From an optimization exercise on the open Yosys and OpenROAD flow, aimed at small area and few clock cycles per item; shortcuts taken in it are not production practice.
Only simulation tests tie the RTL to the original design; equivalence was not proved.
Power and IR drop assume default switching activity.

[design/flow/flow/downsize.tcl]
# Downsize every logic cell to the smallest drive of its family (same function).
set db [ord::get_db]
set block [ord::get_db_block]
set n 0
foreach inst [$block getInsts] {
  set m [[$inst getMaster] getName]
  if {[regexp {^(sky130_fd_sc_hd__[a-z0-9]+)_([0-9]+)$} $m -> base drv]} {
    if {[regexp {^sky130_fd_sc_hd__(df|edf|sdf|dl|clk|buf|tap|fill|decap|conb|diode)} $m]} { continue }
    set best $m
    set barea [[$inst getMaster] getArea]
    foreach d {0 1 2} {
      set cand ${base}_$d
      set cm [$db findMaster $cand]
      if {$cm ne "NULL" && [$cm getArea] < $barea} { set best $cand; set barea [$cm getArea] }
    }
    if {$best ne $m} {
      replace_cell [get_cells [$inst getName]] $best
      incr n
    }
  }
}
puts "downsize: replaced $n cells"
[design/flow/flow/run.sh]
#!/bin/bash
# Standard ORFS flow (the standard.sh, unchanged synthesis), with the
# port buffers made from the smallest buffer cell and the synthesized logic
# cells set to their smallest drive before placement (repair_design then
# sizes up whatever needs it). The fanout buffer trees built during global
# placement are rebuilt with gain-based buffering before the resize step.
set -o pipefail
cp standard.sh standard_sh.log
export BUFFER_PORTS_ARGS="-buffer_cell sky130_fd_sc_hd__buf_1"
export POST_FLOORPLAN_TCL="$(pwd)/flow/downsize.tcl"
export PRE_RESIZE_TCL="$(pwd)/flow/rebuffer.tcl"
bash standard.sh > flow_standard.log 2>&1
[design/flow/design.v]
module sha3_padder #(
  parameter int D = 256,
  parameter logic [7:0] SUFFIX = 8'h06,
  localparam int R = 1600 - 2 * D
) (
  input  logic         clk,
  input  logic         reset,
  input  logic [7:0]   in_data,
  input  logic         in_valid,
  input  logic         in_last,
  input  logic         in_empty,
  output logic         in_ready,
  output logic [R-1:0] block,
  output logic         block_valid,
  output logic         block_last,
  input  logic         block_ready
);
  localparam int NB = R / 8;
  localparam int CW = $clog2(NB);
  localparam int NH = (NB + 15) / 16;
  logic [CW-1:0] cnt, cnt_n;
  logic          full, full_n;
  logic          last_r, last_n;
  logic          sfx, sfx_n;
  logic [R-1:0]  buffer;
  logic          xfer, free, take, wr, wr_sfx, at_end;
  logic [7:0]    bus;
  logic [15:0]   dlo;
  logic [NH-1:0] dhi;
  logic [NB-1:0] wsel;
  assign xfer   = full & block_ready;
  assign free   = ~full | block_ready;
  assign take   = free & ~sfx & in_valid;
  assign at_end = (cnt == CW'(NB - 1));
  assign wr_sfx = (free & sfx) | (take & in_last & in_empty);
  assign wr     = wr_sfx | (take & ~(in_last & in_empty));
  assign bus    = wr_sfx ? SUFFIX : in_data;
  assign in_ready    = free & ~sfx & reset;
  assign block_valid = full;
  assign block_last  = last_r;
  always_comb begin
    for (int i = 0; i < 16; i++) dlo[i] = (cnt[3:0] == 4'(i));
    for (int j = 0; j < NH; j++) dhi[j] = wr & reset & (cnt[CW-1:4] == (CW-4)'(j));
    for (int k = 0; k < NB; k++) wsel[k] = dlo[k % 16] & dhi[k / 16];
  end
  always_comb begin
    cnt_n  = cnt;
    full_n = full & ~xfer;
    last_n = last_r;
    sfx_n  = sfx;
    if (free & sfx) begin
      sfx_n  = 1'b0;
      full_n = 1'b1;
      last_n = 1'b1;
      cnt_n  = '0;
    end else if (take) begin
      if (in_last & in_empty) begin
        full_n = 1'b1;
        last_n = 1'b1;
        cnt_n  = '0;
      end else begin
        if (in_last) sfx_n = 1'b1;
        if (at_end) begin
          full_n = 1'b1;
          last_n = 1'b0;
          cnt_n  = '0;
        end else begin
          cnt_n = cnt + CW'(1);
        end
      end
    end
  end
  always_ff @(posedge clk) begin
    if (!reset) begin
      cnt    <= '0;
      full   <= 1'b0;
      last_r <= 1'b0;
      sfx    <= 1'b0;
    end else begin
      cnt    <= cnt_n;
      full   <= full_n;
      last_r <= last_n;
      sfx    <= sfx_n;
    end
  end
  logic keep;
  assign keep = reset & ~xfer;
  always_ff @(posedge clk) begin
    for (int k = 0; k < NB; k++)
      buffer[8*k +: 8] <= ({8{wsel[k]}} & bus) | ({8{keep}} & buffer[8*k +: 8]);
  end
  assign block = {buffer[R-1] | last_r, buffer[R-2:0]};
endmodule
[design/flow/standard.sh]
#!/bin/bash
# synth_recipe.tcl (not shown) runs the flow's synth.tcl, then flattens the netlist and writes it again
# the make line also repeats each setting of config.mk as NAME=value (left out here)
make -C /OpenROAD-flow-scripts/flow DESIGN_CONFIG=/design/flow/config.mk WORK_HOME=/design/flow/orfs CLKGATE_MAP_FILE= SYNTH_SCRIPT=/design/flow/synth_recipe.tcl "${@:-finish}"
[design/flow/constraint.sdc]
create_clock -name core_clock -period 6.0 [get_ports {clk}]
set_input_delay 1.2000 -clock core_clock [delete_from_list [all_inputs] [get_ports {clk}]]
set_output_delay 1.2000 -clock core_clock [all_outputs]
set_load 0.01 [all_outputs]
[design/flow/flow/rebuffer.tcl]
# Rebuild the fanout buffer trees made during timing-driven global placement
# with gain-based buffering. Only buffers that repair_design inserted
# (instances named place*) are removed; port buffers are kept.
set bufs [get_cells -quiet place*]
puts "rebuffer: removing [llength $bufs] placement buffers"
if {[llength $bufs] > 0} { remove_buffers $bufs }
estimate_parasitics -placement
repair_design -verbose -buffer_gain 4.0
[design/flow/config.mk]
export PLATFORM = sky130hd
export DESIGN_NAME = sha3_padder
export DESIGN_NICKNAME = sha3_padder
export VERILOG_FILES = /design/flow/design.v
export SDC_FILE = /design/flow/constraint.sdc
export NUM_CORES = 4
export LEC_CHECK = 0
export CAP_MARGIN = 20
export CORE_MARGIN = 2
export CORE_UTILIZATION = 40
export CTS_BUF_LIST = sky130_fd_sc_hd__clkbuf_16
export CTS_CLUSTER_DIAMETER = 80
export CTS_CLUSTER_SIZE = 32
export PLACE_DENSITY = 0.85
export SLEW_MARGIN = 20
==> results.py, run 1 <==
metrics = {
    "placed_design": {
        "routabilityCongestion": 0.854,
        "port_buffers": 1104,
    },
    "status": {
        "run.stop_error": "[ERROR EST-0104] inconsistent parasitics state",
        "status": "aborted with a tool error",
        "stop_stage": "placement repair",
    },
    "yosys": {
        "synth_warnings": 1,
        "yosysTopAreaCell": "sky130_fd_sc_hd__dfxtp_1",
        "synth_top_flop_cell": "sky130_fd_sc_hd__dfxtp_1",
        "synthDistinctLibCells": 37,
        "async_flop_share_pct": 0,
        "netlist_area_before_placement_sq_mm": 0.0423,
        "synth-seq-cells": 1099,
        "post_synth_main_area_contributors": "sky130_fd_sc_hd__dfxtp_1, sky130_fd_sc_hd__a22o_1, sky130_fd_sc_hd__buf_4",
        "yosys.area.top_type_share_pct": 52.0,
        "post_syn_instances": 3766,
        "synth_fp_nets": 3784,
        "sequential_area_share_after_synthesis_pct": 52.0,
        "synth-edff-count": 0,
        "avgSynthCellArea_sq_um": 11.2,
    },
    "die": {
        "num_io_pins": 1105,
        "floorplan.rows": 119,
        "die_y_um": 329,
        "fp.dieW_um": 329,
        "floorplan.initialDensity_pct": 40.2,
    },
}
## worst max-delay path by stage
stage	end	start	slack, ns
after global placement	buffer[193]$_DFF_P_	in_data[1]	2.13
after floorplan	in_ready	block_ready	3.01
## synthesized netlist by cell type, types with 3 or more instances
master and number:
sky130_fd_sc_hd__nand2_1 7, sky130_fd_sc_hd__nor2_2 41, sky130_fd_sc_hd__xnor2_1 6, sky130_fd_sc_hd__buf_1 20
sky130_fd_sc_hd__nor3_1 3, sky130_fd_sc_hd__nor2b_1 14, sky130_fd_sc_hd__buf_2 43, sky130_fd_sc_hd__nand2_2 6
sky130_fd_sc_hd__dfxtp_1 1099, sky130_fd_sc_hd__nor2_4 40, sky130_fd_sc_hd__nand4_1 6, sky130_fd_sc_hd__buf_4 1092
sky130_fd_sc_hd__nand3_1 6, sky130_fd_sc_hd__nand4_2 3, sky130_fd_sc_hd__ha_1 4, sky130_fd_sc_hd__clkbuf_1 190
sky130_fd_sc_hd__or2_2 3, sky130_fd_sc_hd__a21oi_1 3, sky130_fd_sc_hd__a22o_1 1088, sky130_fd_sc_hd__nor2_1 69
## power by group through the flow
| stage | sequential [uW] | combinational (uW) | clock (uW) |
|---|---|---|---|
| after global placement | 7480 | 526 | 0 |
| after floorplan | 7480 | 331 | 0 |
## cells by family after synthesis
kind of cell / share of synthesized area (%)
buffers and inverters: 21.8
AOI/OAI and AO/OA: 22.7
DFF: 52.0
and+or+nand+nor: 3.18
xor gates and xnor gates: 0.145
adders and majority gates: 0.118
## stage by stage
step | cell area [sq um] | total power [uW] | instances | hold slack [ns] | setup WS (ns)
after floorplan | 42300 | 7810 | 3766 | 0.441 | 3.01
after global placement | 39300 | 8010 | 4981 | 0.453 | 2.13
Testbench counts, summed over its fixed seeds: cycles 69,248, bytes 68,856.
==> run 2: changes to the inputs <==
--- a/design/flow/flow/run.sh
+++ b/design/flow/flow/run.sh
@@ -5,3 +5,3 @@
 # sizes up whatever needs it). The fanout buffer trees built during global
-# placement are rebuilt with gain-based buffering before the resize step.
+# placement are rebuilt with gain-based buffering after the resize step.
 set -o pipefail
@@ -10,3 +10,3 @@
 export POST_FLOORPLAN_TCL="$(pwd)/flow/downsize.tcl"
-export PRE_RESIZE_TCL="$(pwd)/flow/rebuffer.tcl"
+export POST_RESIZE_TCL="$(pwd)/flow/rebuffer.tcl"
 bash standard.sh > flow_standard.log 2>&1
==> run 2 against run 1 <==
The run again fails in placement repair. Area after synthesis did not move. Synthesized cell count did not move.
==> results.py, run 2 <==
metrics = {
    "status": {
        "status": "aborted with a tool error",
        "stop_stage": "placement repair",
        "run.stop_error": "[ERROR EST-0104] inconsistent parasitics state",
    },
    "die": {
        "floorplan.initialDensity_pct": 40.2,
        "die_y_um": 329,
        "fp.dieW_um": 329,
        "floorplan.rows": 119,
        "num_io_pins": 1105,
    },
    "yosys": {
        "synth_fp_nets": 3784,
        "yosys.area.top_type_share_pct": 52.0,
        "synth_top_flop_cell": "sky130_fd_sc_hd__dfxtp_1",
        "post_syn_instances": 3766,
        "yosys-top-cells-count": "sky130_fd_sc_hd__dfxtp_1, sky130_fd_sc_hd__buf_4, sky130_fd_sc_hd__a22o_1",
        "yosysTopAreaCell": "sky130_fd_sc_hd__dfxtp_1",
        "async_flop_share_pct": 0,
        "synth-edff-count": 0,
        "synth_warnings": 1,
        "synth-seq-cells": 1099,
        "synth.most_common_cell": "sky130_fd_sc_hd__dfxtp_1",
        "synthDistinctLibCells": 37,
        "sequential_area_share_after_synthesis_pct": 52.0,
        "post_synth_main_area_contributors": "sky130_fd_sc_hd__dfxtp_1, sky130_fd_sc_hd__a22o_1, sky130_fd_sc_hd__buf_4",
        "netlist_area_before_placement_sq_mm": 0.0423,
        "avgSynthCellArea_sq_um": 11.2,
    },
    "placed_design": {
        "port_buffers": 1104,
        "routabilityCongestion": 0.854,
    },
}
run 2: cell counts after synthesis:
Identical to the previous run, type by type.
run 2: power groups by stage:
stage          Sequential (uW)  Combinational, uW  Clock, uW
3_3_place_gp              7480                526          0
2_1_floorplan             7480                331          0
run 2: kinds of logic after synthesis:
| logic type | Yosys count | synth area share [%] |
|---|---|---|
| buf+inv | 1347 | 21.8 |
| fa+ha+maj | 4 | 0.118 |
| flops | 1099 | 52.0 |
| xor+xnor | 7 | 0.145 |
| simple gates | 209 | 3.18 |
| compound gates | 1100 | 22.7 |
run 2: metrics by stage:
| stage | total power, uW | area, sq um | setup WS (ns) | std cells |
|---|---|---|---|---|
| 2_1_floorplan | 7810 | 42300 | 3.01 | 3766 |
| 3_3_place_gp | 8010 | 39300 | 2.13 | 4981 |
run 2: how the worst max path moves through the flow:
stage	to	depth (start not counted)	slack (ns)
3_3_place_gp	buffer[193]$_DFF_P_	4	2.13
2_1_floorplan	in_ready	3	3.01
